Context: an optimization exercise on an open-source flow, tuned for small area and few clock cycles per item. The choices shown serve that exercise and are no tape-out recipe. RTL that was checked went through simulation tests only; none was proved equivalent to the original.

== build 10 ==
## vector_mac_pipe
module vector_mac_pipe #(
    parameter int DATA_W = 16,
    parameter int FRAC   = 12,
    parameter int LEN    = 3
) (
    input  logic                  clk,
    input  logic                  rst,
    input  logic                  in_valid,
    output logic                  in_ready,
    input  logic [LEN*DATA_W-1:0] in_a,
    input  logic [LEN*DATA_W-1:0] in_b,
    input  logic                  in_first,
    input  logic                  in_last,
    output logic                  out_valid,
    input  logic                  out_ready,
    output logic [DATA_W-1:0]     out_data
);
For scale: roughly 1,600 cells after synthesis, about 120 I/O pins.
clock: 7.0 ns
lec_check: 0
cap_margin: 0
core_margin: 2
core_utilization: 40
slew_margin: 0
synth_hierarchical: 1
synth_minimum_keep_size: 0
run.sh (not shown) runs the stock make flow with config.mk's settings and CLKGATE_MAP_FILE= SYNTH_SCRIPT=/design/flow/synth_recipe.tcl, a recipe that flattens the netlist after the stock synthesis.
Testbench counts of build 10, summed over its fixed seeds: cycles 16,639, items 16,000.
Modified inputs, build 61 compared to build 10
# build 10
export LEC_CHECK = 0
export CAP_MARGIN = 0
export CORE_MARGIN = 2
export CORE_UTILIZATION = 40
export SLEW_MARGIN = 0
export SYNTH_HIERARCHICAL = 1
export SYNTH_MINIMUM_KEEP_SIZE = 0
create_clock -name core_clock -period 7.0 [get_ports {clk}]
# build 61
export LEC_CHECK = 0
export CAP_MARGIN = 20
export CORE_MARGIN = 2
export CORE_UTILIZATION = 40
export SLEW_MARGIN = 20
export SYNTH_HIERARCHICAL = 1
export SYNTH_MINIMUM_KEEP_SIZE = 0
create_clock -name core_clock -period 7.0 [get_ports {clk}]
==> flow/flow/run.sh (new file) <==
#!/bin/bash
# The standard layout, with the port buffers made of the smallest buffer
# cell instead of the one buffer_ports picks by default; repair_design still
# upsizes any that need it.
set -euo pipefail
export BUFFER_PORTS_ARGS="-buffer_cell sky130_fd_sc_hd__buf_1"
bash standard.sh > standard.log 2>&1
==> flow/standard.sh (new file) <==
#!/bin/bash
# synth_recipe.tcl (not shown) runs the flow's synth.tcl, then flattens the netlist and writes it again
# the make line also repeats each setting of config.mk as NAME=value (left out here)
make -C /OpenROAD-flow-scripts/flow DESIGN_CONFIG=/design/flow/config.mk WORK_HOME=/design/flow/orfs CLKGATE_MAP_FILE= SYNTH_SCRIPT=/design/flow/synth_recipe.tcl "${@:-finish}"
removed: flow/run.sh
## What came out
Build 61 went all the way through the flow, and no timing, DRC or antenna check failed. met2 wirelength from detailed routing shrinks slightly when moving from build 10 to build 61. From build 10 to build 61, hold violation count in the final report did not move at all. Re setup slack: build 61 and build 10 aren't equal, and the lower value belongs to build 10.
Changes in build 78 relative to build 61:
==> flow/run.sh (new file) <==
#!/bin/bash
# synth_recipe.tcl (not shown) runs the flow's synth.tcl, then flattens the netlist and writes it again
# the make line also repeats each setting of config.mk as NAME=value (left out here)
make -C /OpenROAD-flow-scripts/flow DESIGN_CONFIG=/design/flow/config.mk WORK_HOME=/design/flow/orfs CLKGATE_MAP_FILE= SYNTH_SCRIPT=/design/flow/synth_recipe.tcl finish
removed: flow/flow/run.sh
removed: flow/standard.sh
### Flow results
- Taking build 61 as the reference, in build 78 maximum clock frequency shows a reduction of 4.9 MHz, slew at the pin closest to its max-slew limit shows an increase of 77 ps, final worst setup slack saw a decrease.
- Going from build 61 to build 78, met3 track utilization from global routing grows by 0.81 points.
- First-pass GRT wire length in build 78 is about 0.4% above build 61.
Changes in build 33 relative to build 78:
# build 78
export LEC_CHECK = 0
export CAP_MARGIN = 20
export CORE_MARGIN = 2
export CORE_UTILIZATION = 40
export SLEW_MARGIN = 20
export SYNTH_HIERARCHICAL = 1
export SYNTH_MINIMUM_KEEP_SIZE = 0
create_clock -name core_clock -period 7.0 [get_ports {clk}]
# build 33
export LEC_CHECK = 0
export CAP_MARGIN = 20
export CORE_MARGIN = 2
export CORE_UTILIZATION = 40
export GPL_TIMING_DRIVEN = 0
export SLEW_MARGIN = 20
export SYNTH_HIERARCHICAL = 1
export SYNTH_MINIMUM_KEEP_SIZE = 0
create_clock -name core_clock -period 7.0 [get_ports {clk}]
- Build 78 → build 33: final count of negative-setup-slack endpoints neither gained nor lost much.
- The non-clock buffer count of build 33 is lower than that of build 78.
- Relative to build 78, the cell area after layout measured on build 33 has decreased slightly.

---

vector_mac_pipe, a different RTL version from the one above (not shown whole).
Size: roughly 71 flip-flops, ~120 I/O pins, roughly 17000 sq um of cells after synthesis.
Design vector_mac_pipe, start of the top module:
module vector_mac_pipe #(
    parameter int DATA_W = 16,
    parameter int FRAC   = 12,
    parameter int LEN    = 3
) (
    input  logic                  clk,
    input  logic                  rst,
    input  logic                  in_valid,
    output logic                  in_ready,
    input  logic [LEN*DATA_W-1:0] in_a,
    input  logic [LEN*DATA_W-1:0] in_b,
    input  logic                  in_first,
    input  logic                  in_last,
    output logic                  out_valid,
    input  logic                  out_ready,
    output logic [DATA_W-1:0]     out_data
);
export LEC_CHECK = 0
export CAP_MARGIN = 20
export CORE_MARGIN = 2
export CORE_UTILIZATION = 40
export GPL_TIMING_DRIVEN = 0
export SLEW_MARGIN = 20
export SYNTH_HIERARCHICAL = 1
export SYNTH_MINIMUM_KEEP_SIZE = 0
create_clock -name core_clock -period 7.0 [get_ports {clk}]
standard.sh (not shown) runs the stock make flow with config.mk's settings and CLKGATE_MAP_FILE= SYNTH_SCRIPT=/design/flow/synth_recipe.tcl, a recipe that flattens the netlist after the stock synthesis.
==> flow/flow/run.sh <==
#!/bin/bash
# The standard layout, with the port buffers made of the smallest buffer
# cell instead of the one buffer_ports picks by default; repair_design still
# upsizes any that need it.
set -euo pipefail
export BUFFER_PORTS_ARGS="-buffer_cell sky130_fd_sc_hd__buf_1"
bash standard.sh > standard.log 2>&1
Rerun with:
- CTS_BUF_LIST: unset -> sky130_fd_sc_hd__clkbuf_8
- GPL_TIMING_DRIVEN: 0 -> unset
=> Non-clock buffer count climbs by 80. First-iteration DRC count drops by 4.2%. Global-route usage climbs by 1.2 points. Die area stays the same. Worst hold slack stays flat. Count of clock-buffer cells in the layout climbs by 1. Worst setup slack is better by 340 ps. Critical path depth does not change. Core utilization climbs by 1.1 points.
No functional check of the RTL was part of any run of this note.

---

## run a
Starting RTL as in the previous note.
clock: 7.0 ns
lec_check: 0
cap_margin: 20
core_margin: 2
core_utilization: 40
cts_buf_list: sky130_fd_sc_hd__clkbuf_4
slew_margin: 20
synth_hierarchical: 1
synth_minimum_keep_size: 0
Scripts as last shown in full above: flow/flow/run.sh
Looking at the reports, run a completed the entire flow and the layout it produced met the timing, design-rule and antenna checks.
Inputs modified between run a and run b:
- CTS_BUF_LIST no longer set, was sky130_fd_sc_hd__clkbuf_4
[summary]
- Run b -> run a: number of combinational gates with multiple inputs delta 0, exact match
- Summary of run b over run a: share of final layout cell area taken by non-clock buffers level.
No run of this note included a check of the RTL's function; only the layout flow was run.

---

Setup of build 47:
Another version of the RTL of vector_mac_pipe (not shown whole).
Size: roughly 1500 cells after synthesis, about 71 flip-flops, roughly 120 I/O pins, roughly 0.017 mm2 of cells after synthesis.
==> flow/config.mk <==
export PLATFORM = sky130hd
export DESIGN_NAME = vector_mac_pipe
export DESIGN_NICKNAME = vector_mac_pipe
export VERILOG_FILES = /design/flow/design.v
export SDC_FILE = /design/flow/constraint.sdc
export NUM_CORES = 4
export LEC_CHECK = 0
export CAP_MARGIN = 0
export CORE_MARGIN = 2
export CORE_UTILIZATION = 40
export CTS_BUF_LIST = sky130_fd_sc_hd__clkbuf_8
export GPL_TIMING_DRIVEN = 0
export SLEW_MARGIN = 0
export SYNTH_HIERARCHICAL = 1
export SYNTH_MINIMUM_KEEP_SIZE = 0
==> flow/constraint.sdc <==
create_clock -name core_clock -period 7.0 [get_ports {clk}]
set_input_delay 1.4000 -clock core_clock [delete_from_list [all_inputs] [get_ports {clk}]]
set_output_delay 1.4000 -clock core_clock [all_outputs]
set_load 0.01 [all_outputs]
Scripts as last shown in full above: flow/flow/run.sh
Build 47: flow completed, timing, DRC and antenna clean
Testbench counts of build 47, summed over its fixed seeds: cycles 16,639, items 16,000.
The inputs of build 32 differ from those of build 47 as listed below.
Settings: a change of CAP_MARGIN from 0 to 20; a change of SLEW_MARGIN from 0 to 20.
Findings:
The share of post-route cells with drive strength above 1 of build 32 exceeds that of build 47 by 0.47 points. Compared with build 47, build 32 has extra setup slack. On final core utilization, build 47 tracks build 32 almost exactly. The worst reg-to-reg setup slack of build 47 and that of build 32 are within noise of each other. Total met2 wirelength after detailed routing went down slightly going from build 47 to build 32. For required time of the critical path, build 47 and build 32 come out practically identical. Compared build 32 against build 47; sequential share of layout area within noise.
--- input diff build 32..build 5 ---
Settings: setting CTS_CLUSTER_SIZE to 36 for the first time; setting CTS_CLUSTER_DIAMETER to 200 for the first time; changing CTS_BUF_LIST from sky130_fd_sc_hd__clkbuf_8 to sky130_fd_sc_hd__clkbuf_16.
--- outcome ---
- From build 32 to build 5 the numbers moved as follows: buffering overhead essentially unchanged; synthesized cell count barely changed.
- Build 5 against build 32; via-per-instance ratio is up slightly.
- Build 5 | stages: all done | timing, DRC, antenna: all pass
The following lists how build 44 was set up differently from build 5:
Settings: removing CTS_CLUSTER_SIZE (formerly 36); removing CTS_CLUSTER_DIAMETER (formerly 200); changing CTS_BUF_LIST from sky130_fd_sc_hd__clkbuf_16 to sky130_fd_sc_hd__clkbuf_8; changing CORE_UTILIZATION from 40 to 50.
--- outcome ---
- In the reports for build 44 and build 5, the larger clock tree cell share of total cell area belongs to build 5.
- met2 capacity usage during global routing on build 44 is up relative to build 5.
- Run comparison: build 5 destination of the critical timing path s1_hy[6]; build 44 destination of the critical timing path s1_hy[7]
- Relative to build 5, global routing usage summed across all routing layers has increased by 5.1 points in build 44.
- On met3 routing resource usage after global routing, build 44 and build 5 are neck and neck.

==> separate check: timing with driven ports <==
The flow's constraints put no driver on any port. The routed layouts listed below were extracted and timed again, unchanged, in two steps. Step 1, drivers: a clkbuf_16 drives clk and a buf_2 each remaining input, both assumed. Step 2 moves the port delays by t, midway between the first and last clock arrival at a register: inputs arrive t later, outputs are due t later. That takes back most of the time a late clock gives input paths. Three values: ideal, step 1, step 2; two values: the first two.
run | t, ns | setup slack, ns | hold slack, ns | worst setup path after step 2 | worst data-port slew with drivers (ns)
build 10 | 0.360 | 0.196 / 0.210 / -0.150 | 0.472 / 0.472 / 0.472 | input to register | 0.07
build 61 | 0.367 | 0.421 / 0.438 / 0.070 | 0.473 / 0.473 / 0.473 | input to register | 0.10
build 78 | 0.359 | 0.202 / 0.216 / -0.143 | 0.472 / 0.472 / 0.472 | input to register | 0.07
build 33 | 0.362 | 0.140 / 0.153 / -0.209 | 0.463 / 0.463 / 0.463 | input to register | 0.07
the first run of note 2 | 0.364 | 0.458 / 0.478 / 0.114 | 0.467 / 0.467 / 0.467 | input to register | 0.08
the second run of note 2 | 0.394 | 0.800 / 0.819 / 0.425 | 0.468 / 0.468 / 0.468 | input to register | 0.10
run a | 0.460 | 0.864 / 0.882 / 0.422 | 0.479 / 0.479 / 0.479 | input to register | 0.08
run b | 0.368 | 0.798 / 0.814 / 0.446 | 0.465 / 0.465 / 0.465 | input to register | 0.09
build 47 | 0.381 | 0.211 / 0.225 / -0.156 | 0.472 / 0.472 / 0.472 | input to register | 0.08
build 32 | 0.373 | 0.492 / 0.503 / 0.130 | 0.470 / 0.470 / 0.470 | input to register | 0.07
build 5 | 0.364 | 0.464 / 0.481 / 0.117 | 0.467 / 0.467 / 0.467 | input to register | 0.08
build 44 | 0.370 | 0.502 / 0.513 / 0.143 | 0.468 / 0.468 / 0.468 | input to register | 0.07
Met with ideal ports but missed after step 2: setup timing in build 10, build 78, build 33 and build 47. The setup slack of run a, which loses most, moves by +0.018 ns with the drivers and by -0.442 ns with both steps.
